This design comes from an exercise in tuning for small area and a short achievable clock period on the open sky130 flow, not from production work.
Function was checked by simulation only, so behaviour that the tests miss may differ from the original.
Power and IR drop assume default switching activity.

## standard.sh

```bash
#!/bin/bash
# synth_recipe.tcl (not shown) runs the flow's synth.tcl, then flattens the netlist and writes it again
# the make line also repeats each setting of config.mk as NAME=value (left out here)
make -C /OpenROAD-flow-scripts/flow DESIGN_CONFIG=/design/flow/config.mk WORK_HOME=/design/flow/orfs CLKGATE_MAP_FILE= SYNTH_SCRIPT=/design/flow/synth_recipe.tcl "${@:-finish}"
```

## design.v

```verilog
module cic_iq_decim #(
  parameter int DIN_W    = 16,
  parameter int DOUT_W   = 16,
  parameter int STAGES   = 4,
  parameter int MAX_RATE = 16,
  parameter int GAIN_W   = 16,
  localparam int RATE_W  = $clog2(MAX_RATE + 1),
  localparam int ACC_W   = DIN_W + STAGES * $clog2(MAX_RATE),
  localparam int SHIFT_W = $clog2(ACC_W)
) (
  input  logic                     clk,
  input  logic                     rst,
  input  logic                     s_axis_data_tvalid,
  input  logic signed [DIN_W-1:0]  s_axis_data_tdata_real,
  input  logic signed [DIN_W-1:0]  s_axis_data_tdata_imag,
  input  logic                     cfg_load,
  input  logic [RATE_W-1:0]        cfg_rate,
  input  logic [SHIFT_W-1:0]       cfg_shift,
  input  logic [GAIN_W-1:0]        cfg_gain,
  output logic                     m_axis_data_tvalid,
  output logic signed [DOUT_W-1:0] m_axis_data_tdata_real,
  output logic signed [DOUT_W-1:0] m_axis_data_tdata_imag
);
  localparam int W   = 8;            
  localparam int L   = 32 / W;       
  localparam int NVV = L + 4;        
  localparam int NFV = L + 9;        
  logic        rst_q;
  logic        flush_q;
  logic [4:0]  cfg_rate_q, cfg_shift_q;
  logic [15:0] cfg_gain_q;
  logic [3:0]  rm1;                  
  logic [4:0]  shift_r;
  logic [15:0] gain_r;
  always_ff @(posedge clk) begin
    rst_q       <= rst;
    cfg_rate_q  <= cfg_rate;
    cfg_shift_q <= cfg_shift;
    cfg_gain_q  <= cfg_gain;
  end
  always_ff @(posedge clk) begin
    if (rst_q) begin
      rm1     <= 4'd1;
      shift_r <= '0;
      gain_r  <= 16'd16384;
    end else if (flush_q) begin
      if (cfg_rate_q < 5'd2)
        rm1 <= 4'd1;
      else if (cfg_rate_q > 5'd16)
        rm1 <= 4'd15;
      else
        rm1 <= 4'(cfg_rate_q - 5'd1);
      shift_r <= cfg_shift_q;
      gain_r  <= cfg_gain_q;
    end
  end
  logic        v_q;
  logic [15:0] xr_q, xi_q, xi_d;
  always_ff @(posedge clk) begin
    flush_q <= rst | cfg_load;
    v_q     <= s_axis_data_tvalid;
    xr_q    <= s_axis_data_tvalid ? s_axis_data_tdata_real : 16'd0;
    xi_q    <= s_axis_data_tvalid ? s_axis_data_tdata_imag : 16'd0;
    xi_d    <= flush_q ? 16'd0 : xi_q;
  end
  logic [NVV-1:0] vv;
  assign vv[0] = v_q;
  always_ff @(posedge clk) begin
    if (flush_q) vv[NVV-1:1] <= '0;
    else         vv[NVV-1:1] <= vv[NVV-2:0];
  end
  logic [31:0] xd [2][L];
  assign xd[0][0] = {{16{xr_q[15]}}, xr_q};
  assign xd[1][0] = {{16{xi_d[15]}}, xi_d};
  always_ff @(posedge clk) begin
    for (int c = 0; c < 2; c++)
      for (int j = 1; j < L; j++)
        xd[c][j] <= flush_q ? 32'd0 : xd[c][j-1];
  end
  logic [W-1:0] integ  [2][4][L];
  logic         icar   [2][4][L];   
  logic [W:0]   isum   [2][4][L];
  always_comb begin
    for (int c = 0; c < 2; c++)
      for (int k = 0; k < 4; k++)
        for (int j = 0; j < L; j++)
          isum[c][k][j] = {1'b0, (k == 3 && fv[3 + j + c]) ? {W{1'b0}} : integ[c][k][j]}
                        + {1'b0, (k == 0) ? xd[c][j][j*W +: W]
                                          : (vv[k + j + c] ? integ[c][k-1][j] : {W{1'b0}})}
                        + (W+1)'((j == 0) ? 1'b0 : icar[c][k][j-1]);
  end
  always_ff @(posedge clk) begin
    for (int c = 0; c < 2; c++)
      for (int k = 0; k < 4; k++)
        for (int j = 0; j < L; j++) begin
          integ[c][k][j] <= flush_q ? {W{1'b0}} : isum[c][k][j][W-1:0];
          icar[c][k][j]  <= flush_q ? 1'b0 : isum[c][k][j][W];
        end
  end
  logic [3:0]     cnt;
  logic           fe;
  logic [NFV-1:0] fv;               
  assign fe = v_q & (cnt == rm1);
  always_ff @(posedge clk) begin
    if (flush_q) begin
      cnt <= '0;
      fv  <= '0;
    end else begin
      if (v_q)
        cnt <= fe ? 4'd0 : cnt + 4'd1;
      fv <= {fv[NFV-2:0], fe};
    end
  end
  logic [W-1:0] da  [1:3][L];       
  logic [W-1:0] db  [1:3][L];       
  logic         cbr [1:3][L];       
  logic [W-1:0] cin [1:4][L];       
  logic [W:0]   csum [1:3][L];
  logic [W-1:0] cmid [L];           
  always_comb begin
    for (int j = 0; j < L; j++) begin
      cin[1][j] = fv[4 + j] ? integ[1][3][j] : integ[0][3][j];
      cin[2][j] = cmid[j];
      for (int k = 1; k < 4; k++) begin
        csum[k][j] = {1'b0, cin[k][j]} + {1'b0, ~da[k][j]}
                   + (W+1)'((j == 0) ? 1'b1 : cbr[k][j-1]);
        if (k != 1)
          cin[k+1][j] = csum[k][j][W-1:0];
      end
    end
  end
  always_ff @(posedge clk) begin
    for (int j = 0; j < L; j++) begin
      cmid[j] <= csum[1][j][W-1:0];
      for (int k = 1; k < 4; k++) begin
        cbr[k][j] <= csum[k][j][W];
        if (flush_q) begin
          da[k][j] <= '0;
          db[k][j] <= '0;
        end else if (k < 2 ? (fv[3 + j] | fv[4 + j]) : (fv[4 + j] | fv[5 + j])) begin
          da[k][j] <= db[k][j];
          db[k][j] <= cin[k][j];
        end
      end
    end
  end
  logic [W-1:0] dsk [L][L];
  logic [31:0]  z;
  always_ff @(posedge clk) begin
    for (int j = 0; j < L; j++) begin
      dsk[j][0] <= cin[4][j];
      for (int d = 1; d < L - j; d++)
        dsk[j][d] <= dsk[j][d-1];
    end
  end
  always_comb
    for (int j = 0; j < L; j++)
      z[j*W +: W] = dsk[j][L-1-j];
  logic [30:0] ur;
  always_ff @(posedge clk)
    ur <= 31'(($signed({z, 1'b0})) >>> shift_r);
  logic [17:0] g3, g3n;
  logic [15:0] gain_n;
  always_ff @(posedge clk) begin
    g3  <= {2'b0, gain_r} + {1'b0, gain_r, 1'b0};
    g3n <= ~({2'b0, gain_r} + {1'b0, gain_r, 1'b0});
    if (rst_q)
      gain_n <= ~16'd16384;
    else if (flush_q)
      gain_n <= ~cfg_gain_q;
  end
  logic bneg0, bs1_0, bs2_0, bs3_0, bs4_0;
  logic [17:0] bm0;
  logic bneg1, bs1_1, bs2_1, bs3_1, bs4_1;
  logic [17:0] bm1;
  logic bneg2, bs1_2, bs2_2, bs3_2, bs4_2;
  logic [17:0] bm2;
  logic bneg3, bs1_3, bs2_3, bs3_3, bs4_3;
  logic [17:0] bm3;
  logic bneg4, bs1_4, bs2_4, bs3_4, bs4_4;
  logic [17:0] bm4;
  logic bneg5, bs1_5, bs2_5, bs3_5, bs4_5;
  logic [17:0] bm5;
  logic bneg6, bs1_6, bs2_6, bs3_6, bs4_6;
  logic [17:0] bm6;
  logic bneg7, bs1_7, bs2_7, bs3_7, bs4_7;
  logic [17:0] bm7;
  logic bneg8, bs1_8, bs2_8, bs3_8, bs4_8;
  logic [17:0] bm8;
  logic bneg9, bs1_9, bs2_9, bs3_9, bs4_9;
  logic [17:0] bm9;
  logic ma0_s1, ma0_c2;
  logic ma0_s3, ma0_c4;
  logic ma0_s5, ma0_c6;
  logic ma0_s7, ma0_c8;
  logic ma0_s9, ma0_c10;
  logic ma0_s11, ma0_c12;
  logic ma0_s13, ma0_c14;
  logic ma0_s15, ma0_c16;
  logic ma0_s17, ma0_c18;
  logic ma0_s19, ma0_c20;
  logic ma0_s21, ma0_c22;
  logic ma0_s23, ma0_c24;
  logic ma0_s25, ma0_c26;
  logic ma0_s27, ma0_c28;
  logic ma0_s29, ma0_c30;
  logic ma0_s31, ma0_c32;
  logic ma0_s33, ma0_c34;
  logic ma0_s35, ma0_c36;
  logic ma0_s37, ma0_c38;
  logic ma0_s39, ma0_c40;
  logic ma0_s41, ma0_c42;
  logic ma0_s43, ma0_c44;
  logic ma0_s45, ma0_c46;
  logic ma0_s47, ma0_c48;
  logic ma0_s49, ma0_c50;
  logic ma0_s51, ma0_c52;
  logic ma0_s53, ma0_c54;
  logic ma1_s55, ma1_c56;
  logic ma1_s57, ma1_c58;
  logic ma1_s59, ma1_c60;
  logic ma1_s61, ma1_c62;
  logic ma1_s63, ma1_c64;
  logic ma1_s65, ma1_c66;
  logic ma1_s67, ma1_c68;
  logic ma1_s69, ma1_c70;
  logic ma1_s71, ma1_c72;
  logic ma1_s73, ma1_c74;
  logic ma1_s75, ma1_c76;
  logic ma1_s77, ma1_c78;
  logic ma1_s79, ma1_c80;
  logic ma1_s81, ma1_c82;
  logic ma1_s83, ma1_c84;
  logic ma1_s85, ma1_c86;
  logic ma1_s87, ma1_c88;
  logic ma1_s89, ma1_c90;
  logic ma1_s91, ma1_c92;
  logic ma1_s93, ma1_c94;
  logic ma1_s95, ma1_c96;
  logic ma1_s97, ma1_c98;
  logic ma1_s99, ma1_c100;
  logic ma1_s101, ma1_c102;
  logic ma1_s103, ma1_c104;
  logic ma1_s105, ma1_c106;
  logic ma1_s107, ma1_c108;
  logic ma1_s109, ma1_c110;
  logic ma1_s111, ma1_c112;
  logic ma1_s113, ma1_c114;
  logic ma1_s115, ma1_c116;
  logic ma1_s117, ma1_c118;
  logic ma1_s119, ma1_c120;
  logic ma1_s121, ma1_c122;
  logic ma1_s123, ma1_c124;
  logic ma1_s125, ma1_c126;
  logic ma1_s127, ma1_c128;
  logic ma1_s129, ma1_c130;
  logic ma1_s131, ma1_c132;
  logic [29:0] mr0;
  logic [29:0] mr1;
  logic [29:0] mr2;
  logic [29:0] mr3;
  logic mb0_s133, mb0_c134;
  logic mb0_s135, mb0_c136;
  logic mb0_s137, mb0_c138;
  logic mb0_s139, mb0_c140;
  logic mb0_s141, mb0_c142;
  logic mb0_s143, mb0_c144;
  logic mb0_s145, mb0_c146;
  logic mb0_s147, mb0_c148;
  logic mb0_s149, mb0_c150;
  logic mb0_s151, mb0_c152;
  logic mb0_s153, mb0_c154;
  logic mb0_s155, mb0_c156;
  logic mb0_s157, mb0_c158;
  logic mb0_s159, mb0_c160;
  logic mb0_s161, mb0_c162;
  logic mb0_s163, mb0_c164;
  logic mb0_s165, mb0_c166;
  logic mb0_s167, mb0_c168;
  logic mb0_s169, mb0_c170;
  logic mb0_s171, mb0_c172;
  logic mb0_s173, mb0_c174;
  logic mb0_s175, mb0_c176;
  logic mb0_s177, mb0_c178;
  logic mb0_s179, mb0_c180;
  logic mb1_s181, mb1_c182;
  logic mb1_s183, mb1_c184;
  logic mb1_s185, mb1_c186;
  logic mb1_s187, mb1_c188;
  logic mb1_s189, mb1_c190;
  logic mb1_s191, mb1_c192;
  logic mb1_s193, mb1_c194;
  logic mb1_s195, mb1_c196;
  logic mb1_s197, mb1_c198;
  logic mb1_s199, mb1_c200;
  logic mb1_s201, mb1_c202;
  logic mb1_s203, mb1_c204;
  logic mb1_s205, mb1_c206;
  logic mb1_s207, mb1_c208;
  logic mb1_s209, mb1_c210;
  logic mb1_s211, mb1_c212;
  logic mb1_s213, mb1_c214;
  logic mb1_s215, mb1_c216;
  logic mb1_s217, mb1_c218;
  logic mb1_s219, mb1_c220;
  logic mb1_s221, mb1_c222;
  logic mb1_s223, mb1_c224;
  logic mb1_s225, mb1_c226;
  logic mb1_s227, mb1_c228;
  logic mb1_s229, mb1_c230;
  logic mb1_s231, mb1_c232;
  logic mb1_s233, mb1_c234;
  logic [29:0] mx, my;
  logic [14:0] plo;
  logic [15:0] mxh, myh, p;
  logic        pc14;
  assign bneg0 = ur[3];
  assign bs1_0 = ur[3] ? (ur[2] & (ur[1] ^ ur[0])) : (~ur[2] & (ur[1] ^ ur[0]));
  assign bs2_0 = (~ur[2] & ur[1] & ur[0]) | (ur[2] & ~ur[1] & ~ur[0]);
  assign bs3_0 = ur[3] ? (~ur[2] & (ur[1] ^ ur[0])) : (ur[2] & (ur[1] ^ ur[0]));
  assign bs4_0 = ur[3] ? (~ur[2] & ~ur[1] & ~ur[0]) : (ur[2] & ur[1] & ur[0]);
  assign bm0 = (({18{bs1_0}} & {2'b0, gain_r}) | ({18{bs2_0}} & {1'b0, gain_r, 1'b0}) | ({18{bs3_0}} & g3) | ({18{bs4_0}} & {gain_r, 2'b0})) ^ {18{bneg0}};
  assign bneg1 = ur[6];
  assign bs1_1 = ur[6] ? (ur[5] & (ur[4] ^ ur[3])) : (~ur[5] & (ur[4] ^ ur[3]));
  assign bs2_1 = (~ur[5] & ur[4] & ur[3]) | (ur[5] & ~ur[4] & ~ur[3]);
  assign bs3_1 = ur[6] ? (~ur[5] & (ur[4] ^ ur[3])) : (ur[5] & (ur[4] ^ ur[3]));
  assign bs4_1 = ur[6] ? (~ur[5] & ~ur[4] & ~ur[3]) : (ur[5] & ur[4] & ur[3]);
  assign bm1 = (({18{bs1_1}} & {2'b0, gain_r}) | ({18{bs2_1}} & {1'b0, gain_r, 1'b0}) | ({18{bs3_1}} & g3) | ({18{bs4_1}} & {gain_r, 2'b0})) ^ {18{bneg1}};
  assign bneg2 = ur[9];
  assign bs1_2 = ur[9] ? (ur[8] & (ur[7] ^ ur[6])) : (~ur[8] & (ur[7] ^ ur[6]));
  assign bs2_2 = (~ur[8] & ur[7] & ur[6]) | (ur[8] & ~ur[7] & ~ur[6]);
  assign bs3_2 = ur[9] ? (~ur[8] & (ur[7] ^ ur[6])) : (ur[8] & (ur[7] ^ ur[6]));
  assign bs4_2 = ur[9] ? (~ur[8] & ~ur[7] & ~ur[6]) : (ur[8] & ur[7] & ur[6]);
  assign bm2 = (({18{bs1_2}} & {2'b0, gain_r}) | ({18{bs2_2}} & {1'b0, gain_r, 1'b0}) | ({18{bs3_2}} & g3) | ({18{bs4_2}} & {gain_r, 2'b0})) ^ {18{bneg2}};
  assign bneg3 = ur[12];
  assign bs1_3 = ur[12] ? (ur[11] & (ur[10] ^ ur[9])) : (~ur[11] & (ur[10] ^ ur[9]));
  assign bs2_3 = (~ur[11] & ur[10] & ur[9]) | (ur[11] & ~ur[10] & ~ur[9]);
  assign bs3_3 = ur[12] ? (~ur[11] & (ur[10] ^ ur[9])) : (ur[11] & (ur[10] ^ ur[9]));
  assign bs4_3 = ur[12] ? (~ur[11] & ~ur[10] & ~ur[9]) : (ur[11] & ur[10] & ur[9]);
  assign bm3 = (({18{bs1_3}} & {2'b0, gain_r}) | ({18{bs2_3}} & {1'b0, gain_r, 1'b0}) | ({18{bs3_3}} & g3) | ({18{bs4_3}} & {gain_r, 2'b0})) ^ {18{bneg3}};
  assign bneg4 = ur[15];
  assign bs1_4 = ur[15] ? (ur[14] & (ur[13] ^ ur[12])) : (~ur[14] & (ur[13] ^ ur[12]));
  assign bs2_4 = (~ur[14] & ur[13] & ur[12]) | (ur[14] & ~ur[13] & ~ur[12]);
  assign bs3_4 = ur[15] ? (~ur[14] & (ur[13] ^ ur[12])) : (ur[14] & (ur[13] ^ ur[12]));
  assign bs4_4 = ur[15] ? (~ur[14] & ~ur[13] & ~ur[12]) : (ur[14] & ur[13] & ur[12]);
  assign bm4 = (({18{bs1_4}} & {2'b0, gain_r}) | ({18{bs2_4}} & {1'b0, gain_r, 1'b0}) | ({18{bs3_4}} & g3) | ({18{bs4_4}} & {gain_r, 2'b0})) ^ {18{bneg4}};
  assign bneg5 = ur[18];
  assign bs1_5 = ur[18] ? (ur[17] & (ur[16] ^ ur[15])) : (~ur[17] & (ur[16] ^ ur[15]));
  assign bs2_5 = (~ur[17] & ur[16] & ur[15]) | (ur[17] & ~ur[16] & ~ur[15]);
  assign bs3_5 = ur[18] ? (~ur[17] & (ur[16] ^ ur[15])) : (ur[17] & (ur[16] ^ ur[15]));
  assign bs4_5 = ur[18] ? (~ur[17] & ~ur[16] & ~ur[15]) : (ur[17] & ur[16] & ur[15]);
  assign bm5 = (({18{bs1_5}} & {2'b0, gain_r}) | ({18{bs2_5}} & {1'b0, gain_r, 1'b0}) | ({18{bs3_5}} & g3) | ({18{bs4_5}} & {gain_r, 2'b0})) ^ {18{bneg5}};
  assign bneg6 = ur[21];
  assign bs1_6 = ur[21] ? (ur[20] & (ur[19] ^ ur[18])) : (~ur[20] & (ur[19] ^ ur[18]));
  assign bs2_6 = (~ur[20] & ur[19] & ur[18]) | (ur[20] & ~ur[19] & ~ur[18]);
  assign bs3_6 = ur[21] ? (~ur[20] & (ur[19] ^ ur[18])) : (ur[20] & (ur[19] ^ ur[18]));
  assign bs4_6 = ur[21] ? (~ur[20] & ~ur[19] & ~ur[18]) : (ur[20] & ur[19] & ur[18]);
  assign bm6 = (({18{bs1_6}} & {2'b0, gain_r}) | ({18{bs2_6}} & {1'b0, gain_r, 1'b0}) | ({18{bs3_6}} & g3) | ({18{bs4_6}} & {gain_r, 2'b0})) ^ {18{bneg6}};
  assign bneg7 = ur[24];
  assign bs1_7 = ur[24] ? (ur[23] & (ur[22] ^ ur[21])) : (~ur[23] & (ur[22] ^ ur[21]));
  assign bs2_7 = (~ur[23] & ur[22] & ur[21]) | (ur[23] & ~ur[22] & ~ur[21]);
  assign bs3_7 = ur[24] ? (~ur[23] & (ur[22] ^ ur[21])) : (ur[23] & (ur[22] ^ ur[21]));
  assign bs4_7 = ur[24] ? (~ur[23] & ~ur[22] & ~ur[21]) : (ur[23] & ur[22] & ur[21]);
  assign bm7 = (({18{bs1_7}} & {2'b0, gain_r}) | ({18{bs2_7}} & {1'b0, gain_r, 1'b0}) | ({18{bs3_7}} & g3) | ({18{bs4_7}} & {gain_r, 2'b0})) ^ {18{bneg7}};
  assign bneg8 = ur[27];
  assign bs1_8 = ur[27] ? (ur[26] & (ur[25] ^ ur[24])) : (~ur[26] & (ur[25] ^ ur[24]));
  assign bs2_8 = (~ur[26] & ur[25] & ur[24]) | (ur[26] & ~ur[25] & ~ur[24]);
  assign bs3_8 = ur[27] ? (~ur[26] & (ur[25] ^ ur[24])) : (ur[26] & (ur[25] ^ ur[24]));
  assign bs4_8 = ur[27] ? (~ur[26] & ~ur[25] & ~ur[24]) : (ur[26] & ur[25] & ur[24]);
  assign bm8 = (({18{bs1_8}} & {2'b0, gain_r}) | ({18{bs2_8}} & {1'b0, gain_r, 1'b0}) | ({18{bs3_8}} & g3) | ({18{bs4_8}} & {gain_r, 2'b0})) ^ {18{bneg8}};
  assign bneg9 = ur[30];
  assign bs1_9 = ur[30] ? (ur[29] & (ur[28] ^ ur[27])) : (~ur[29] & (ur[28] ^ ur[27]));
  assign bs2_9 = (~ur[29] & ur[28] & ur[27]) | (ur[29] & ~ur[28] & ~ur[27]);
  assign bs3_9 = ur[30] ? (~ur[29] & (ur[28] ^ ur[27])) : (ur[29] & (ur[28] ^ ur[27]));
  assign bs4_9 = ur[30] ? (~ur[29] & ~ur[28] & ~ur[27]) : (ur[29] & ur[28] & ur[27]);
  assign bm9 = (({18{bs1_9}} & {2'b0, gain_r}) | ({18{bs2_9}} & {1'b0, gain_r, 1'b0}) | ({18{bs3_9}} & g3) | ({18{bs4_9}} & {gain_r, 2'b0})) ^ {18{bneg9}};
  assign ma0_s1 = bm0[15] ^ bm1[12];
  assign ma0_c2 = bm0[15] & bm1[12];
  assign ma0_s3 = bm0[16] ^ bm1[13];
  assign ma0_c4 = bm0[16] & bm1[13];
  assign ma0_s5 = bm0[17] ^ bm1[14];
  assign ma0_c6 = bm0[17] & bm1[14];
  assign ma0_s7 = ~bneg0 ^ bm1[15] ^ bm2[12];
  assign ma0_c8 = (~bneg0 & bm1[15]) | (~bneg0 & bm2[12]) | (bm1[15] & bm2[12]);
  assign ma0_s9 = bm3[9] ^ bm4[6] ^ bm5[3];
  assign ma0_c10 = (bm3[9] & bm4[6]) | (bm3[9] & bm5[3]) | (bm4[6] & bm5[3]);
  assign ma0_s11 = bm1[16] ^ bm2[13] ^ bm3[10];
  assign ma0_c12 = (bm1[16] & bm2[13]) | (bm1[16] & bm3[10]) | (bm2[13] & bm3[10]);
  assign ma0_s13 = bm4[7] ^ bm5[4];
  assign ma0_c14 = bm4[7] & bm5[4];
  assign ma0_s15 = bm1[17] ^ bm2[14] ^ bm3[11];
  assign ma0_c16 = (bm1[17] & bm2[14]) | (bm1[17] & bm3[11]) | (bm2[14] & bm3[11]);
  assign ma0_s17 = bm4[8] ^ bm5[5];
  assign ma0_c18 = bm4[8] & bm5[5];
  assign ma0_s19 = ~bneg1 ^ bm2[15] ^ bm3[12];
  assign ma0_c20 = (~bneg1 & bm2[15]) | (~bneg1 & bm3[12]) | (bm2[15] & bm3[12]);
  assign ma0_s21 = bm4[9] ^ bm5[6] ^ bm6[3];
  assign ma0_c22 = (bm4[9] & bm5[6]) | (bm4[9] & bm6[3]) | (bm5[6] & bm6[3]);
  assign ma0_s23 = bm2[16] ^ bm3[13] ^ bm4[10];
  assign ma0_c24 = (bm2[16] & bm3[13]) | (bm2[16] & bm4[10]) | (bm3[13] & bm4[10]);
  assign ma0_s25 = bm5[7] ^ bm6[4];
  assign ma0_c26 = bm5[7] & bm6[4];
  assign ma0_s27 = bm2[17] ^ bm3[14] ^ bm4[11];
  assign ma0_c28 = (bm2[17] & bm3[14]) | (bm2[17] & bm4[11]) | (bm3[14] & bm4[11]);
  assign ma0_s29 = bm5[8] ^ bm6[5];
  assign ma0_c30 = bm5[8] & bm6[5];
  assign ma0_s31 = ~bneg2 ^ bm3[15] ^ bm4[12];
  assign ma0_c32 = (~bneg2 & bm3[15]) | (~bneg2 & bm4[12]) | (bm3[15] & bm4[12]);
  assign ma0_s33 = bm5[9] ^ bm6[6] ^ bm7[3];
  assign ma0_c34 = (bm5[9] & bm6[6]) | (bm5[9] & bm7[3]) | (bm6[6] & bm7[3]);
  assign ma0_s35 = bm3[16] ^ bm4[13] ^ bm5[10];
  assign ma0_c36 = (bm3[16] & bm4[13]) | (bm3[16] & bm5[10]) | (bm4[13] & bm5[10]);
  assign ma0_s37 = bm6[7] ^ bm7[4];
  assign ma0_c38 = bm6[7] & bm7[4];
  assign ma0_s39 = bm3[17] ^ bm4[14] ^ bm5[11];
  assign ma0_c40 = (bm3[17] & bm4[14]) | (bm3[17] & bm5[11]) | (bm4[14] & bm5[11]);
  assign ma0_s41 = bm6[8] ^ bm7[5];
  assign ma0_c42 = bm6[8] & bm7[5];
  assign ma0_s43 = ~bneg3 ^ bm4[15] ^ bm5[12];
  assign ma0_c44 = (~bneg3 & bm4[15]) | (~bneg3 & bm5[12]) | (bm4[15] & bm5[12]);
  assign ma0_s45 = bm6[9] ^ bm7[6] ^ bm8[3];
  assign ma0_c46 = (bm6[9] & bm7[6]) | (bm6[9] & bm8[3]) | (bm7[6] & bm8[3]);
  assign ma0_s47 = bm4[16] ^ bm5[13] ^ bm6[10];
  assign ma0_c48 = (bm4[16] & bm5[13]) | (bm4[16] & bm6[10]) | (bm5[13] & bm6[10]);
  assign ma0_s49 = bm7[7] ^ bm8[4];
  assign ma0_c50 = bm7[7] & bm8[4];
  assign ma0_s51 = bm4[17] ^ bm5[14] ^ bm6[11];
  assign ma0_c52 = (bm4[17] & bm5[14]) | (bm4[17] & bm6[11]) | (bm5[14] & bm6[11]);
  assign ma0_s53 = bm7[8] ^ bm8[5];
  assign ma0_c54 = bm7[8] & bm8[5];
  assign ma1_s55 = bm0[9] ^ bm1[6];
  assign ma1_c56 = bm0[9] & bm1[6];
  assign ma1_s57 = bm0[10] ^ bm1[7];
  assign ma1_c58 = bm0[10] & bm1[7];
  assign ma1_s59 = bm0[11] ^ bm1[8];
  assign ma1_c60 = bm0[11] & bm1[8];
  assign ma1_s61 = bm0[12] ^ bm1[9] ^ bm2[6];
  assign ma1_c62 = (bm0[12] & bm1[9]) | (bm0[12] & bm2[6]) | (bm1[9] & bm2[6]);
  assign ma1_s63 = bm3[3] ^ bm4[0];
  assign ma1_c64 = bm3[3] & bm4[0];
  assign ma1_s65 = bm0[13] ^ bm1[10] ^ bm2[7];
  assign ma1_c66 = (bm0[13] & bm1[10]) | (bm0[13] & bm2[7]) | (bm1[10] & bm2[7]);
  assign ma1_s67 = bm3[4] ^ bm4[1] ^ 1'b1;
  assign ma1_c68 = (bm3[4] & bm4[1]) | (bm3[4] & 1'b1) | (bm4[1] & 1'b1);
  assign ma1_s69 = bm0[14] ^ bm1[11] ^ bm2[8];
  assign ma1_c70 = (bm0[14] & bm1[11]) | (bm0[14] & bm2[8]) | (bm1[11] & bm2[8]);
  assign ma1_s71 = bm3[5] ^ bm4[2];
  assign ma1_c72 = bm3[5] & bm4[2];
  assign ma1_s73 = ma0_s1 ^ bm2[9] ^ bm3[6];
  assign ma1_c74 = (ma0_s1 & bm2[9]) | (ma0_s1 & bm3[6]) | (bm2[9] & bm3[6]);
  assign ma1_s75 = bm4[3] ^ bm5[0] ^ bneg5;
  assign ma1_c76 = (bm4[3] & bm5[0]) | (bm4[3] & bneg5) | (bm5[0] & bneg5);
  assign ma1_s77 = ma0_s3 ^ bm2[10] ^ bm3[7];
  assign ma1_c78 = (ma0_s3 & bm2[10]) | (ma0_s3 & bm3[7]) | (bm2[10] & bm3[7]);
  assign ma1_s79 = bm4[4] ^ bm5[1] ^ ma0_c2;
  assign ma1_c80 = (bm4[4] & bm5[1]) | (bm4[4] & ma0_c2) | (bm5[1] & ma0_c2);
  assign ma1_s81 = ma0_s5 ^ bm2[11] ^ bm3[8];
  assign ma1_c82 = (ma0_s5 & bm2[11]) | (ma0_s5 & bm3[8]) | (bm2[11] & bm3[8]);
  assign ma1_s83 = bm4[5] ^ bm5[2] ^ ma0_c4;
  assign ma1_c84 = (bm4[5] & bm5[2]) | (bm4[5] & ma0_c4) | (bm5[2] & ma0_c4);
  assign ma1_s85 = ma0_s7 ^ ma0_s9 ^ bm6[0];
  assign ma1_c86 = (ma0_s7 & ma0_s9) | (ma0_s7 & bm6[0]) | (ma0_s9 & bm6[0]);
  assign ma1_s87 = bneg6 ^ 1'b1 ^ ma0_c6;
  assign ma1_c88 = (bneg6 & 1'b1) | (bneg6 & ma0_c6) | (1'b1 & ma0_c6);
  assign ma1_s89 = ma0_s11 ^ ma0_s13 ^ bm6[1];
  assign ma1_c90 = (ma0_s11 & ma0_s13) | (ma0_s11 & bm6[1]) | (ma0_s13 & bm6[1]);
  assign ma1_s91 = 1'b1 ^ ma0_c8 ^ ma0_c10;
  assign ma1_c92 = (1'b1 & ma0_c8) | (1'b1 & ma0_c10) | (ma0_c8 & ma0_c10);
  assign ma1_s93 = ma0_s15 ^ ma0_s17 ^ bm6[2];
  assign ma1_c94 = (ma0_s15 & ma0_s17) | (ma0_s15 & bm6[2]) | (ma0_s17 & bm6[2]);
  assign ma1_s95 = 1'b1 ^ ma0_c12 ^ ma0_c14;
  assign ma1_c96 = (1'b1 & ma0_c12) | (1'b1 & ma0_c14) | (ma0_c12 & ma0_c14);
  assign ma1_s97 = ma0_s19 ^ ma0_s21 ^ bm7[0];
  assign ma1_c98 = (ma0_s19 & ma0_s21) | (ma0_s19 & bm7[0]) | (ma0_s21 & bm7[0]);
  assign ma1_s99 = bneg7 ^ ma0_c16 ^ ma0_c18;
  assign ma1_c100 = (bneg7 & ma0_c16) | (bneg7 & ma0_c18) | (ma0_c16 & ma0_c18);
  assign ma1_s101 = ma0_s23 ^ ma0_s25 ^ bm7[1];
  assign ma1_c102 = (ma0_s23 & ma0_s25) | (ma0_s23 & bm7[1]) | (ma0_s25 & bm7[1]);
  assign ma1_s103 = 1'b1 ^ ma0_c20 ^ ma0_c22;
  assign ma1_c104 = (1'b1 & ma0_c20) | (1'b1 & ma0_c22) | (ma0_c20 & ma0_c22);
  assign ma1_s105 = ma0_s27 ^ ma0_s29 ^ bm7[2];
  assign ma1_c106 = (ma0_s27 & ma0_s29) | (ma0_s27 & bm7[2]) | (ma0_s29 & bm7[2]);
  assign ma1_s107 = 1'b1 ^ ma0_c24 ^ ma0_c26;
  assign ma1_c108 = (1'b1 & ma0_c24) | (1'b1 & ma0_c26) | (ma0_c24 & ma0_c26);
  assign ma1_s109 = ma0_s31 ^ ma0_s33 ^ bm8[0];
  assign ma1_c110 = (ma0_s31 & ma0_s33) | (ma0_s31 & bm8[0]) | (ma0_s33 & bm8[0]);
  assign ma1_s111 = bneg8 ^ ma0_c28 ^ ma0_c30;
  assign ma1_c112 = (bneg8 & ma0_c28) | (bneg8 & ma0_c30) | (ma0_c28 & ma0_c30);
  assign ma1_s113 = ma0_s35 ^ ma0_s37 ^ bm8[1];
  assign ma1_c114 = (ma0_s35 & ma0_s37) | (ma0_s35 & bm8[1]) | (ma0_s37 & bm8[1]);
  assign ma1_s115 = 1'b1 ^ ma0_c32 ^ ma0_c34;
  assign ma1_c116 = (1'b1 & ma0_c32) | (1'b1 & ma0_c34) | (ma0_c32 & ma0_c34);
  assign ma1_s117 = ma0_s39 ^ ma0_s41 ^ bm8[2];
  assign ma1_c118 = (ma0_s39 & ma0_s41) | (ma0_s39 & bm8[2]) | (ma0_s41 & bm8[2]);
  assign ma1_s119 = 1'b1 ^ ma0_c36 ^ ma0_c38;
  assign ma1_c120 = (1'b1 & ma0_c36) | (1'b1 & ma0_c38) | (ma0_c36 & ma0_c38);
  assign ma1_s121 = ma0_s43 ^ ma0_s45 ^ bm9[0];
  assign ma1_c122 = (ma0_s43 & ma0_s45) | (ma0_s43 & bm9[0]) | (ma0_s45 & bm9[0]);
  assign ma1_s123 = bneg9 ^ ma0_c40 ^ ma0_c42;
  assign ma1_c124 = (bneg9 & ma0_c40) | (bneg9 & ma0_c42) | (ma0_c40 & ma0_c42);
  assign ma1_s125 = ma0_s47 ^ ma0_s49 ^ bm9[1];
  assign ma1_c126 = (ma0_s47 & ma0_s49) | (ma0_s47 & bm9[1]) | (ma0_s49 & bm9[1]);
  assign ma1_s127 = 1'b1 ^ ma0_c44 ^ ma0_c46;
  assign ma1_c128 = (1'b1 & ma0_c44) | (1'b1 & ma0_c46) | (ma0_c44 & ma0_c46);
  assign ma1_s129 = ma0_s51 ^ ma0_s53 ^ bm9[2];
  assign ma1_c130 = (ma0_s51 & ma0_s53) | (ma0_s51 & bm9[2]) | (ma0_s53 & bm9[2]);
  assign ma1_s131 = 1'b1 ^ ma0_c48 ^ ma0_c50;
  assign ma1_c132 = (1'b1 & ma0_c48) | (1'b1 & ma0_c50) | (ma0_c48 & ma0_c50);
  assign mb0_s133 = mr0[6] ^ mr1[6];
  assign mb0_c134 = mr0[6] & mr1[6];
  assign mb0_s135 = mr0[7] ^ mr1[7];
  assign mb0_c136 = mr0[7] & mr1[7];
  assign mb0_s137 = mr0[8] ^ mr1[8];
  assign mb0_c138 = mr0[8] & mr1[8];
  assign mb0_s139 = mr0[9] ^ mr1[9] ^ mr2[9];
  assign mb0_c140 = (mr0[9] & mr1[9]) | (mr0[9] & mr2[9]) | (mr1[9] & mr2[9]);
  assign mb0_s141 = mr0[10] ^ mr1[10] ^ mr2[10];
  assign mb0_c142 = (mr0[10] & mr1[10]) | (mr0[10] & mr2[10]) | (mr1[10] & mr2[10]);
  assign mb0_s143 = mr0[11] ^ mr1[11] ^ mr2[11];
  assign mb0_c144 = (mr0[11] & mr1[11]) | (mr0[11] & mr2[11]) | (mr1[11] & mr2[11]);
  assign mb0_s145 = mr0[12] ^ mr1[12] ^ mr2[12];
  assign mb0_c146 = (mr0[12] & mr1[12]) | (mr0[12] & mr2[12]) | (mr1[12] & mr2[12]);
  assign mb0_s147 = mr0[13] ^ mr1[13] ^ mr2[13];
  assign mb0_c148 = (mr0[13] & mr1[13]) | (mr0[13] & mr2[13]) | (mr1[13] & mr2[13]);
  assign mb0_s149 = mr0[14] ^ mr1[14] ^ mr2[14];
  assign mb0_c150 = (mr0[14] & mr1[14]) | (mr0[14] & mr2[14]) | (mr1[14] & mr2[14]);
  assign mb0_s151 = mr0[15] ^ mr1[15] ^ mr2[15];
  assign mb0_c152 = (mr0[15] & mr1[15]) | (mr0[15] & mr2[15]) | (mr1[15] & mr2[15]);
  assign mb0_s153 = mr0[16] ^ mr1[16] ^ mr2[16];
  assign mb0_c154 = (mr0[16] & mr1[16]) | (mr0[16] & mr2[16]) | (mr1[16] & mr2[16]);
  assign mb0_s155 = mr0[17] ^ mr1[17] ^ mr2[17];
  assign mb0_c156 = (mr0[17] & mr1[17]) | (mr0[17] & mr2[17]) | (mr1[17] & mr2[17]);
  assign mb0_s157 = mr0[18] ^ mr1[18] ^ mr2[18];
  assign mb0_c158 = (mr0[18] & mr1[18]) | (mr0[18] & mr2[18]) | (mr1[18] & mr2[18]);
  assign mb0_s159 = mr0[19] ^ mr1[19] ^ mr2[19];
  assign mb0_c160 = (mr0[19] & mr1[19]) | (mr0[19] & mr2[19]) | (mr1[19] & mr2[19]);
  assign mb0_s161 = mr0[20] ^ mr1[20] ^ mr2[20];
  assign mb0_c162 = (mr0[20] & mr1[20]) | (mr0[20] & mr2[20]) | (mr1[20] & mr2[20]);
  assign mb0_s163 = mr0[21] ^ mr1[21] ^ mr2[21];
  assign mb0_c164 = (mr0[21] & mr1[21]) | (mr0[21] & mr2[21]) | (mr1[21] & mr2[21]);
  assign mb0_s165 = mr0[22] ^ mr1[22] ^ mr2[22];
  assign mb0_c166 = (mr0[22] & mr1[22]) | (mr0[22] & mr2[22]) | (mr1[22] & mr2[22]);
  assign mb0_s167 = mr0[23] ^ mr1[23] ^ mr2[23];
  assign mb0_c168 = (mr0[23] & mr1[23]) | (mr0[23] & mr2[23]) | (mr1[23] & mr2[23]);
  assign mb0_s169 = mr0[24] ^ mr1[24] ^ mr2[24];
  assign mb0_c170 = (mr0[24] & mr1[24]) | (mr0[24] & mr2[24]) | (mr1[24] & mr2[24]);
  assign mb0_s171 = mr0[25] ^ mr1[25] ^ mr2[25];
  assign mb0_c172 = (mr0[25] & mr1[25]) | (mr0[25] & mr2[25]) | (mr1[25] & mr2[25]);
  assign mb0_s173 = mr0[26] ^ mr1[26] ^ mr2[26];
  assign mb0_c174 = (mr0[26] & mr1[26]) | (mr0[26] & mr2[26]) | (mr1[26] & mr2[26]);
  assign mb0_s175 = mr0[27] ^ mr1[27] ^ mr2[27];
  assign mb0_c176 = (mr0[27] & mr1[27]) | (mr0[27] & mr2[27]) | (mr1[27] & mr2[27]);
  assign mb0_s177 = mr0[28] ^ mr1[28] ^ mr2[28];
  assign mb0_c178 = (mr0[28] & mr1[28]) | (mr0[28] & mr2[28]) | (mr1[28] & mr2[28]);
  assign mb0_s179 = mr0[29] ^ mr1[29] ^ mr2[29];
  assign mb0_c180 = (mr0[29] & mr1[29]) | (mr0[29] & mr2[29]) | (mr1[29] & mr2[29]);
  assign mb1_s181 = mr0[3] ^ mr1[3];
  assign mb1_c182 = mr0[3] & mr1[3];
  assign mb1_s183 = mr0[4] ^ mr1[4];
  assign mb1_c184 = mr0[4] & mr1[4];
  assign mb1_s185 = mr0[5] ^ mr1[5];
  assign mb1_c186 = mr0[5] & mr1[5];
  assign mb1_s187 = mb0_s133 ^ mr2[6] ^ mr3[6];
  assign mb1_c188 = (mb0_s133 & mr2[6]) | (mb0_s133 & mr3[6]) | (mr2[6] & mr3[6]);
  assign mb1_s189 = mb0_s135 ^ mr2[7] ^ mb0_c134;
  assign mb1_c190 = (mb0_s135 & mr2[7]) | (mb0_s135 & mb0_c134) | (mr2[7] & mb0_c134);
  assign mb1_s191 = mb0_s137 ^ mr2[8] ^ mb0_c136;
  assign mb1_c192 = (mb0_s137 & mr2[8]) | (mb0_s137 & mb0_c136) | (mr2[8] & mb0_c136);
  assign mb1_s193 = mb0_s139 ^ mr3[9] ^ mb0_c138;
  assign mb1_c194 = (mb0_s139 & mr3[9]) | (mb0_s139 & mb0_c138) | (mr3[9] & mb0_c138);
  assign mb1_s195 = mb0_s141 ^ mr3[10] ^ mb0_c140;
  assign mb1_c196 = (mb0_s141 & mr3[10]) | (mb0_s141 & mb0_c140) | (mr3[10] & mb0_c140);
  assign mb1_s197 = mb0_s143 ^ mr3[11] ^ mb0_c142;
  assign mb1_c198 = (mb0_s143 & mr3[11]) | (mb0_s143 & mb0_c142) | (mr3[11] & mb0_c142);
  assign mb1_s199 = mb0_s145 ^ mr3[12] ^ mb0_c144;
  assign mb1_c200 = (mb0_s145 & mr3[12]) | (mb0_s145 & mb0_c144) | (mr3[12] & mb0_c144);
  assign mb1_s201 = mb0_s147 ^ mr3[13] ^ mb0_c146;
  assign mb1_c202 = (mb0_s147 & mr3[13]) | (mb0_s147 & mb0_c146) | (mr3[13] & mb0_c146);
  assign mb1_s203 = mb0_s149 ^ mr3[14] ^ mb0_c148;
  assign mb1_c204 = (mb0_s149 & mr3[14]) | (mb0_s149 & mb0_c148) | (mr3[14] & mb0_c148);
  assign mb1_s205 = mb0_s151 ^ mr3[15] ^ mb0_c150;
  assign mb1_c206 = (mb0_s151 & mr3[15]) | (mb0_s151 & mb0_c150) | (mr3[15] & mb0_c150);
  assign mb1_s207 = mb0_s153 ^ mr3[16] ^ mb0_c152;
  assign mb1_c208 = (mb0_s153 & mr3[16]) | (mb0_s153 & mb0_c152) | (mr3[16] & mb0_c152);
  assign mb1_s209 = mb0_s155 ^ mr3[17] ^ mb0_c154;
  assign mb1_c210 = (mb0_s155 & mr3[17]) | (mb0_s155 & mb0_c154) | (mr3[17] & mb0_c154);
  assign mb1_s211 = mb0_s157 ^ mr3[18] ^ mb0_c156;
  assign mb1_c212 = (mb0_s157 & mr3[18]) | (mb0_s157 & mb0_c156) | (mr3[18] & mb0_c156);
  assign mb1_s213 = mb0_s159 ^ mr3[19] ^ mb0_c158;
  assign mb1_c214 = (mb0_s159 & mr3[19]) | (mb0_s159 & mb0_c158) | (mr3[19] & mb0_c158);
  assign mb1_s215 = mb0_s161 ^ mr3[20] ^ mb0_c160;
  assign mb1_c216 = (mb0_s161 & mr3[20]) | (mb0_s161 & mb0_c160) | (mr3[20] & mb0_c160);
  assign mb1_s217 = mb0_s163 ^ mr3[21] ^ mb0_c162;
  assign mb1_c218 = (mb0_s163 & mr3[21]) | (mb0_s163 & mb0_c162) | (mr3[21] & mb0_c162);
  assign mb1_s219 = mb0_s165 ^ mr3[22] ^ mb0_c164;
  assign mb1_c220 = (mb0_s165 & mr3[22]) | (mb0_s165 & mb0_c164) | (mr3[22] & mb0_c164);
  assign mb1_s221 = mb0_s167 ^ mr3[23] ^ mb0_c166;
  assign mb1_c222 = (mb0_s167 & mr3[23]) | (mb0_s167 & mb0_c166) | (mr3[23] & mb0_c166);
  assign mb1_s223 = mb0_s169 ^ mr3[24] ^ mb0_c168;
  assign mb1_c224 = (mb0_s169 & mr3[24]) | (mb0_s169 & mb0_c168) | (mr3[24] & mb0_c168);
  assign mb1_s225 = mb0_s171 ^ mr3[25] ^ mb0_c170;
  assign mb1_c226 = (mb0_s171 & mr3[25]) | (mb0_s171 & mb0_c170) | (mr3[25] & mb0_c170);
  assign mb1_s227 = mb0_s173 ^ mr3[26] ^ mb0_c172;
  assign mb1_c228 = (mb0_s173 & mr3[26]) | (mb0_s173 & mb0_c172) | (mr3[26] & mb0_c172);
  assign mb1_s229 = mb0_s175 ^ mr3[27] ^ mb0_c174;
  assign mb1_c230 = (mb0_s175 & mr3[27]) | (mb0_s175 & mb0_c174) | (mr3[27] & mb0_c174);
  assign mb1_s231 = mb0_s177 ^ mr3[28] ^ mb0_c176;
  assign mb1_c232 = (mb0_s177 & mr3[28]) | (mb0_s177 & mb0_c176) | (mr3[28] & mb0_c176);
  assign mb1_s233 = mb0_s179 ^ mr3[29] ^ mb0_c178;
  assign mb1_c234 = (mb0_s179 & mr3[29]) | (mb0_s179 & mb0_c178) | (mr3[29] & mb0_c178);
  assign mx[0] = mr0[0];
  assign my[0] = mr1[0];
  assign mx[1] = mr0[1];
  assign my[1] = 1'b0;
  assign mx[2] = mr0[2];
  assign my[2] = 1'b0;
  assign mx[3] = mb1_s181;
  assign my[3] = mr2[3];
  assign mx[4] = mb1_s183;
  assign my[4] = mb1_c182;
  assign mx[5] = mb1_s185;
  assign my[5] = mb1_c184;
  assign mx[6] = mb1_s187;
  assign my[6] = mb1_c186;
  assign mx[7] = mb1_s189;
  assign my[7] = mb1_c188;
  assign mx[8] = mb1_s191;
  assign my[8] = mb1_c190;
  assign mx[9] = mb1_s193;
  assign my[9] = mb1_c192;
  assign mx[10] = mb1_s195;
  assign my[10] = mb1_c194;
  assign mx[11] = mb1_s197;
  assign my[11] = mb1_c196;
  assign mx[12] = mb1_s199;
  assign my[12] = mb1_c198;
  assign mx[13] = mb1_s201;
  assign my[13] = mb1_c200;
  assign mx[14] = mb1_s203;
  assign my[14] = mb1_c202;
  assign mx[15] = mb1_s205;
  assign my[15] = mb1_c204;
  assign mx[16] = mb1_s207;
  assign my[16] = mb1_c206;
  assign mx[17] = mb1_s209;
  assign my[17] = mb1_c208;
  assign mx[18] = mb1_s211;
  assign my[18] = mb1_c210;
  assign mx[19] = mb1_s213;
  assign my[19] = mb1_c212;
  assign mx[20] = mb1_s215;
  assign my[20] = mb1_c214;
  assign mx[21] = mb1_s217;
  assign my[21] = mb1_c216;
  assign mx[22] = mb1_s219;
  assign my[22] = mb1_c218;
  assign mx[23] = mb1_s221;
  assign my[23] = mb1_c220;
  assign mx[24] = mb1_s223;
  assign my[24] = mb1_c222;
  assign mx[25] = mb1_s225;
  assign my[25] = mb1_c224;
  assign mx[26] = mb1_s227;
  assign my[26] = mb1_c226;
  assign mx[27] = mb1_s229;
  assign my[27] = mb1_c228;
  assign mx[28] = mb1_s231;
  assign my[28] = mb1_c230;
  assign mx[29] = mb1_s233;
  assign my[29] = mb1_c232;
  assign plo = {1'b0, mx[13:0]} + {1'b0, my[13:0]};
  assign p = mxh + myh + 16'(pc14);
  always_ff @(posedge clk) begin
    mr0[0] <= bm0[0];
    mr1[0] <= bneg0;
    mr2[0] <= 1'b0;
    mr3[0] <= 1'b0;
    mr0[1] <= bm0[1];
    mr1[1] <= 1'b0;
    mr2[1] <= 1'b0;
    mr3[1] <= 1'b0;
    mr0[2] <= bm0[2];
    mr1[2] <= 1'b0;
    mr2[2] <= 1'b0;
    mr3[2] <= 1'b0;
    mr0[3] <= bm0[3];
    mr1[3] <= bm1[0];
    mr2[3] <= bneg1;
    mr3[3] <= 1'b0;
    mr0[4] <= bm0[4];
    mr1[4] <= bm1[1];
    mr2[4] <= 1'b0;
    mr3[4] <= 1'b0;
    mr0[5] <= bm0[5];
    mr1[5] <= bm1[2];
    mr2[5] <= 1'b0;
    mr3[5] <= 1'b0;
    mr0[6] <= bm0[6];
    mr1[6] <= bm1[3];
    mr2[6] <= bm2[0];
    mr3[6] <= bneg2;
    mr0[7] <= bm0[7];
    mr1[7] <= bm1[4];
    mr2[7] <= bm2[1];
    mr3[7] <= 1'b0;
    mr0[8] <= bm0[8];
    mr1[8] <= bm1[5];
    mr2[8] <= bm2[2];
    mr3[8] <= 1'b0;
    mr0[9] <= ma1_s55;
    mr1[9] <= bm2[3];
    mr2[9] <= bm3[0];
    mr3[9] <= bneg3;
    mr0[10] <= ma1_s57;
    mr1[10] <= bm2[4];
    mr2[10] <= bm3[1];
    mr3[10] <= ma1_c56;
    mr0[11] <= ma1_s59;
    mr1[11] <= bm2[5];
    mr2[11] <= bm3[2];
    mr3[11] <= ma1_c58;
    mr0[12] <= ma1_s61;
    mr1[12] <= ma1_s63;
    mr2[12] <= bneg4;
    mr3[12] <= ma1_c60;
    mr0[13] <= ma1_s65;
    mr1[13] <= ma1_s67;
    mr2[13] <= ma1_c62;
    mr3[13] <= ma1_c64;
    mr0[14] <= ma1_s69;
    mr1[14] <= ma1_s71;
    mr2[14] <= ma1_c66;
    mr3[14] <= ma1_c68;
    mr0[15] <= ma1_s73;
    mr1[15] <= ma1_s75;
    mr2[15] <= ma1_c70;
    mr3[15] <= ma1_c72;
    mr0[16] <= ma1_s77;
    mr1[16] <= ma1_s79;
    mr2[16] <= ma1_c74;
    mr3[16] <= ma1_c76;
    mr0[17] <= ma1_s81;
    mr1[17] <= ma1_s83;
    mr2[17] <= ma1_c78;
    mr3[17] <= ma1_c80;
    mr0[18] <= ma1_s85;
    mr1[18] <= ma1_s87;
    mr2[18] <= ma1_c82;
    mr3[18] <= ma1_c84;
    mr0[19] <= ma1_s89;
    mr1[19] <= ma1_s91;
    mr2[19] <= ma1_c86;
    mr3[19] <= ma1_c88;
    mr0[20] <= ma1_s93;
    mr1[20] <= ma1_s95;
    mr2[20] <= ma1_c90;
    mr3[20] <= ma1_c92;
    mr0[21] <= ma1_s97;
    mr1[21] <= ma1_s99;
    mr2[21] <= ma1_c94;
    mr3[21] <= ma1_c96;
    mr0[22] <= ma1_s101;
    mr1[22] <= ma1_s103;
    mr2[22] <= ma1_c98;
    mr3[22] <= ma1_c100;
    mr0[23] <= ma1_s105;
    mr1[23] <= ma1_s107;
    mr2[23] <= ma1_c102;
    mr3[23] <= ma1_c104;
    mr0[24] <= ma1_s109;
    mr1[24] <= ma1_s111;
    mr2[24] <= ma1_c106;
    mr3[24] <= ma1_c108;
    mr0[25] <= ma1_s113;
    mr1[25] <= ma1_s115;
    mr2[25] <= ma1_c110;
    mr3[25] <= ma1_c112;
    mr0[26] <= ma1_s117;
    mr1[26] <= ma1_s119;
    mr2[26] <= ma1_c114;
    mr3[26] <= ma1_c116;
    mr0[27] <= ma1_s121;
    mr1[27] <= ma1_s123;
    mr2[27] <= ma1_c118;
    mr3[27] <= ma1_c120;
    mr0[28] <= ma1_s125;
    mr1[28] <= ma1_s127;
    mr2[28] <= ma1_c122;
    mr3[28] <= ma1_c124;
    mr0[29] <= ma1_s129;
    mr1[29] <= ma1_s131;
    mr2[29] <= ma1_c126;
    mr3[29] <= ma1_c128;
    mxh <= mx[29:14];
    myh <= my[29:14];
    pc14 <= plo[14];
  end
  logic [15:0] p_hold;
  always_ff @(posedge clk) begin
    p_hold <= p;
    m_axis_data_tdata_real <= p_hold;
    m_axis_data_tdata_imag <= p;
    m_axis_data_tvalid <= fv[L + 8] & ~flush_q & ~rst & ~cfg_load;
  end
endmodule
```

## flow/run.sh

```bash
#!/bin/bash
# Standard ORFS layout, with repair_timing asked to reach a larger setup slack than the
# constraint needs (the SDC is unchanged), and plain buffers on the ports.
# Each tool's output stays in orfs/logs/; make's output goes to standard.log.
set -euo pipefail
cd "$(dirname "$0")/.."
export SETUP_SLACK_MARGIN=${MARGIN:-6.55}
export BUFFER_PORTS_ARGS="-buffer_cell sky130_fd_sc_hd__buf_1"
bash standard.sh > standard.log 2>&1
```

## config.mk

```make
export PLATFORM = sky130hd
export DESIGN_NAME = cic_iq_decim
export DESIGN_NICKNAME = cic_iq_decim
export VERILOG_FILES = /design/flow/design.v
export SDC_FILE = /design/flow/constraint.sdc
export NUM_CORES = 4
export LEC_CHECK = 0
export ABC_AREA = 1
export CAP_MARGIN = 20
export CORE_MARGIN = 2
export CORE_UTILIZATION = 40
export CTS_CLUSTER_DIAMETER = 200
export CTS_CLUSTER_SIZE = 25
export SLEW_MARGIN = 20
```

## constraint.sdc

```tcl
create_clock -name core_clock -period 9.5 [get_ports {clk}]
set_input_delay 1.9000 -clock core_clock [delete_from_list [all_inputs] [get_ports {clk}]]
set_output_delay 1.9000 -clock core_clock [all_outputs]
set_load 0.01 [all_outputs]
```

==> flow_summary.html <==
<table>
<tr><th>Metric</th><th>Value</th></tr>
<tr><th colspan="2">Worst setup path</th></tr>
<tr><td>Bufs and invs on worst path</td><td>1</td></tr>
<tr><td>Crit path DAT</td><td>1.10 ns</td></tr>
<tr><td>Crit path largest cell delay</td><td>0.34 ns</td></tr>
<tr><td>Number of cells on the worst reg-to-reg path</td><td>10</td></tr>
<tr><td>Worst setup slack for register-to-register paths</td><td>6.64 ns</td></tr>
<tr><td>Reg-to-Reg End</td><td>mr0[26]</td></tr>
<tr><td>Worst Setup SP</td><td>p_hold[9]</td></tr>
<tr><td>R2R Path Start</td><td>ur[15]</td></tr>
<tr><td>Data required time of the critical path</td><td>7.60 ns</td></tr>
<tr><td>Startpoint-to-endpoint class of the critical path</td><td>flip-flop to output pin</td></tr>
<tr><td>Critical-path maximum fanout</td><td>2</td></tr>
<tr><td>Critical Path End Type</td><td>output pin</td></tr>
<tr><td>Setup crit start kind</td><td>flip-flop</td></tr>
<tr><td>Cells along the critical path</td><td>buf_6</td></tr>
<tr><td>Slowest cell on the critical path</td><td>dfxtp_2</td></tr>
<tr><td>Top delay family on crit path</td><td>flip-flops</td></tr>
<tr><th colspan="2">Power</th></tr>
<tr><td>Total power after layout</td><td>10.56 mW</td></tr>
<tr><td>Static Leakage</td><td>25.13 nW</td></tr>
<tr><td>Switching power</td><td>between 3 and 4 mW</td></tr>
<tr><td>Clock group share of total power</td><td>20.7%</td></tr>
<tr><td>Internal power component</td><td>6.837 mW</td></tr>
<tr><td>Share of power burned in combinational logic</td><td>32.7%</td></tr>
<tr><td>Switching part of the total power</td><td>approximately a third</td></tr>
<tr><td>Register share of total power</td><td>46.7%</td></tr>
<tr><td>Power Density</td><td>196.9 nW/um2</td></tr>
<tr><td>Max IR drop VDD</td><td>~0.27 mV</td></tr>
<tr><th colspan="2">Routing</th></tr>
<tr><td>Number of nets with antenna violations after routing</td><td>0</td></tr>
<tr><td>Number of iterations in the first detailed-routing pass</td><td>8</td></tr>
<tr><td>Routed wire length</td><td>~120 mm</td></tr>
<tr><td>First-iteration detailed-routing DRC count</td><td>2605</td></tr>
<tr><td>Vias</td><td>38897</td></tr>
<tr><td>Average routed wire per standard cell</td><td>around 15 um</td></tr>
<tr><td>DRC violations left</td><td>0</td></tr>
<tr><td>Via density</td><td>4.964</td></tr>
<tr><th colspan="2">Clock tree</th></tr>
<tr><td>Clock latency on the worst-skew pair</td><td>0.67 ns</td></tr>
<tr><td>Reg clk slew, reported paths</td><td>about 0.10 ns</td></tr>
<tr><td>Clock buffers created by TritonCTS</td><td>44</td></tr>
<tr><td>Post-CTS Hold Buffers</td><td>0</td></tr>
<tr><td>CTS Root Buffer Type</td><td>clkbuf_16</td></tr>
<tr><td>Sink count of the clock tree</td><td>959</td></tr>
<tr><td>CTS H-tree lvls</td><td>2</td></tr>
<tr><td>TritonCTS clock tree</td><td>built</td></tr>
<tr><td>Maximum clock insertion buffer count</td><td>3</td></tr>
<tr><th colspan="2">Layout</th></tr>
<tr><td>Register area</td><td>19280 um2</td></tr>
<tr><td>Antenna cell count</td><td>0</td></tr>
<tr><td>Highest-count cells in the layout ignoring fill and taps</td><td>inv_1 (1020), dfxtp_1 (910), nand2_1 (863)</td></tr>
<tr><td>Multi-input combinational cell area</td><td>25750 um2</td></tr>
<tr><td>Nets</td><td>6800</td></tr>
<tr><td>Final instance count without filler cells</td><td>7836</td></tr>
<tr><td>Post-route cell area</td><td>53600 um2</td></tr>
<tr><td>Filler cell count in the final layout</td><td>12391</td></tr>
<tr><td>Commonest non-fill, non-tap cell in the layout</td><td>inv_1</td></tr>
<tr><td>Layout overhead on the synthesized area</td><td>7.769%</td></tr>
<tr><td>Share of layout cells above drive strength 1</td><td>roughly 5.6%</td></tr>
<tr><th colspan="2">Floorplan</th></tr>
<tr><td>Rows</td><td>between 100 and 150</td></tr>
<tr><td>I/O pin total</td><td>95</td></tr>
<tr><td>Core area</td><td>~120000 um2</td></tr>
<tr><td>Initial Util</td><td>40.28%</td></tr>
<tr><td>Area of the die</td><td>127200 um2</td></tr>
<tr><td>Die height</td><td>356.6 um</td></tr>
<tr><td>Die X-Extent</td><td>356.6 um</td></tr>
<tr><th colspan="2">Synth</th></tr>
<tr><td>Synth Flop Type</td><td>dfxtp_1</td></tr>
<tr><td>Average footprint of a synthesized cell</td><td>approximately 8 um2</td></tr>
<tr><td>Post-synthesis instance area</td><td>49730 um2</td></tr>
<tr><td>Post-synthesis sequential element count</td><td>959</td></tr>
<tr><td>Distinct cell type count of the synthesized netlist</td><td>56</td></tr>
<tr><td>Share of synthesized registers carrying an async set or reset</td><td>0%</td></tr>
<tr><td>Synthesis Warnings</td><td>12</td></tr>
<tr><td>Count of flip-flops with a built-in enable after synthesis</td><td>0</td></tr>
<tr><td>Sequential fraction of the synthesis area</td><td>between 30% and 40%</td></tr>
<tr><td>Mapped Nets</td><td>between 6000 and 7000</td></tr>
<tr><td>Synth Instances</td><td>6215</td></tr>
<tr><th colspan="2">Timing</th></tr>
<tr><td>Number of endpoints failing setup at the final stage</td><td>0</td></tr>
<tr><td>Layout Skew</td><td>0.03276 ns</td></tr>
<tr><td>Maximum operating frequency</td><td>332.9 MHz</td></tr>
<tr><td>Post-route clock period utilization</td><td>31.62%</td></tr>
<tr><td>Total Negative Setup Slacks</td><td>0 ns</td></tr>
<tr><td>Transition at the pin with the smallest max-transition slack</td><td>between 1 and 1.5 ns</td></tr>
<tr><td>Smallest setup slack after layout</td><td>6.496 ns</td></tr>
<tr><td>Hold violation count in the final report</td><td>0</td></tr>
<tr><td>Unrepaired setup endpoints after global routing</td><td>true</td></tr>
<tr><td>Time the final worst path needs with I/O delays and setup</td><td>3.004 ns</td></tr>
<tr><td>Normalized max-slew margin</td><td>28.15%</td></tr>
<tr><td>Total count of max-transition violations in the final report</td><td>0</td></tr>
<tr><th colspan="2">Placed design</th></tr>
<tr><td>Routability-driven placement congestion ratio</td><td>0.9448</td></tr>
<tr><td>Cell area after placement</td><td>just over 50000 um2</td></tr>
<tr><td>Count of buffers inserted at the top-level ports</td><td>94</td></tr>
<tr><td>HPWL reported at the end of detailed placement</td><td>84.04 mm</td></tr>
<tr><td>Placed cells</td><td>7734</td></tr>
<tr><td>Placement Setup Slack</td><td>5.894 ns</td></tr>
<tr><th colspan="2">Global route</th></tr>
<tr><td>Wire length of the first global-routing pass</td><td>188.7 mm</td></tr>
<tr><td>Grt total ovfl</td><td>0</td></tr>
<tr><td>Initial antenna violation count</td><td>0</td></tr>
<tr><td>Pin count of the biggest net entering global routing</td><td>205</td></tr>
<tr><td>Number of global-route vias before repair</td><td>37170</td></tr>
<tr><td>Overall fraction of global-route tracks in use</td><td>~18%</td></tr>
<tr><th colspan="2">Run</th></tr>
<tr><td>Number of maximum-capacitance violations</td><td>0</td></tr>
<tr><th colspan="2">Min path</th></tr>
<tr><td>Hold Path Depth</td><td>0</td></tr>
<tr><td>Path class of the lowest-slack min-delay path</td><td>flip-flop to flip-flop</td></tr>
<tr><td>Startpoint of the tightest hold check path</td><td>dsk[8][7]</td></tr>
<tr><td>Capture endpoint of the worst hold path</td><td>dsk[9][7]</td></tr>
<tr><th colspan="2">Run status</th></tr>
<tr><td>Result of the run</td><td>no timing/DRC/antenna violations</td></tr>
</table>
## kinds of logic after synthesis
group	synth area share, %
xor gates and xnor gates	4.420
and+or+nand+nor	12.69
muxes	0.06038
DFF	38.60
buffers and inverters	10.14
AOI/OAI and AO/OA	18.03
adders and majority gates	16.05
## power groups by stage
stage                     clock (mW)  sequential, mW  combinational (mW)
final                           2.18            4.93                3.45
after floorplan                    0            4.86                2.34
after CTS                       2.29            4.92                3.36
after global placement             0            4.99                3.16
after global routing            2.42            4.98                3.92
after detailed placement           0            5.00                3.23
## per-layer routing
layer,track usage [%],vias to the layer above,routed length [um]
met5,0,-,0
met4,6.557,0,4665
met3,2.501,282,5611
met2,31.48,818,53920
met1,22.42,17722,51390
li1,-,20075,-
## metrics by stage
stage                     utilization (%)  hold slack (ns)
after floorplan                         -           0.3096
after global placement              41.56           0.3096
after detailed placement            41.56           0.3121
after CTS                           42.94           0.3301
after global routing                43.41           0.3296
final                               43.41           0.3227
## repair_timing
action / in CTS / in global routing
setup endpoints to repair: 101 / 91
resized for setup: 119 / 97
pin swaps: 4 / 17
gates cloned: 2 / 0
buffers inserted: 19 / 32
## synthesized netlist by cell type (all sizes together) (8+ instances only)
cell / instances / area, um2
inv: 1050 / 3954
dfxtp: 959 / 19200
nand2: 879 / 3337
o21ai: 655 / 3319
a21oi: 547 / 2741
nor2: 526 / 2032
ha: 382 / 4780
xor2: 227 / 1988
clkbuf: 176 / 660.6
fa: 160 / 3203
o22ai: 148 / 938.4
nand3: 135 / 675.7
a221oi: 70 / 757.0
buf: 61 / 386.6
a21o: 33 / 247.7
a31oi: 31 / 209.0
nand4: 24 / 150.1
xnor2: 24 / 210.2
o211ai: 18 / 135.1
o21a: 18 / 143.9
o21bai: 17 / 127.6
o31ai: 13 / 97.59
clkinv: 10 / 42.54
nor3: 10 / 50.05
nor4: 9 / 56.30
o221ai: 8 / 70.07
## how the worst max path moves through the flow
| stage | end | slack, ns | cells past startpoint |
|---|---|---|---|
| 6_report | m_axis_data_tdata_imag[9] | 6.50 | 1 |
| 5_1_grt | dsk[12][7] | 6.41 | 17 |
| 4_1_cts | m_axis_data_tdata_imag[6] | 6.44 | 1 |
| 3_5_place_dp | mr0[21] | 5.89 | 7 |
| 3_3_place_gp | mr0[21] | 5.86 | 7 |
| 2_1_floorplan | icar[13] | 6.85 | 15 |
## layout make-up
type / count / share of cell area (%)
Inverter: 1060 / 7.596
Timing Repair Buffer: 170 / 2.330
Sequential cell: 959 / 35.97
Clock inverter: 3 / 0.1051
Multi-Input combinational cell: 3959 / 48.05
Tap cell: 1637 / 3.822
Timing Repair inverter: 2 / 0.01868
Clock buffer: 46 / 2.108
## sequential cells by signal, indices dropped and copies added, names as in the netlist, 28 cells and up
name / count
mr0: 30
da: 96
ur: 31
mr1: 28
db: 96
dsk: 80
cmid: 32
integ: 256

[re-timing with driven ports]
No port has a modelled driver above. Below, the same layout with a new extraction and two added sets of constraints. Step 1, drivers: a clkbuf_16 drives clk and a buf_2 each remaining input, both assumed. Step 2 moves the port delays by t, midway between the first and last clock arrival at a register: inputs arrive t later, outputs are due t later. That takes back most of the time a late clock gives input paths. Three values: ideal, step 1, step 2; two values: the first two.
t (ns): 0.722
setup WS [ns]: 6.496 / 6.429 / 6.643
worst hold slack (ns): 0.323 / 0.323 / 0.323
worst register clock-pin slew, ns: 0.11 / 0.11
After both steps this run still meets setup and hold. For this run, drivers alone change the setup slack by -0.067 ns; drivers and shift together by +0.147 ns.
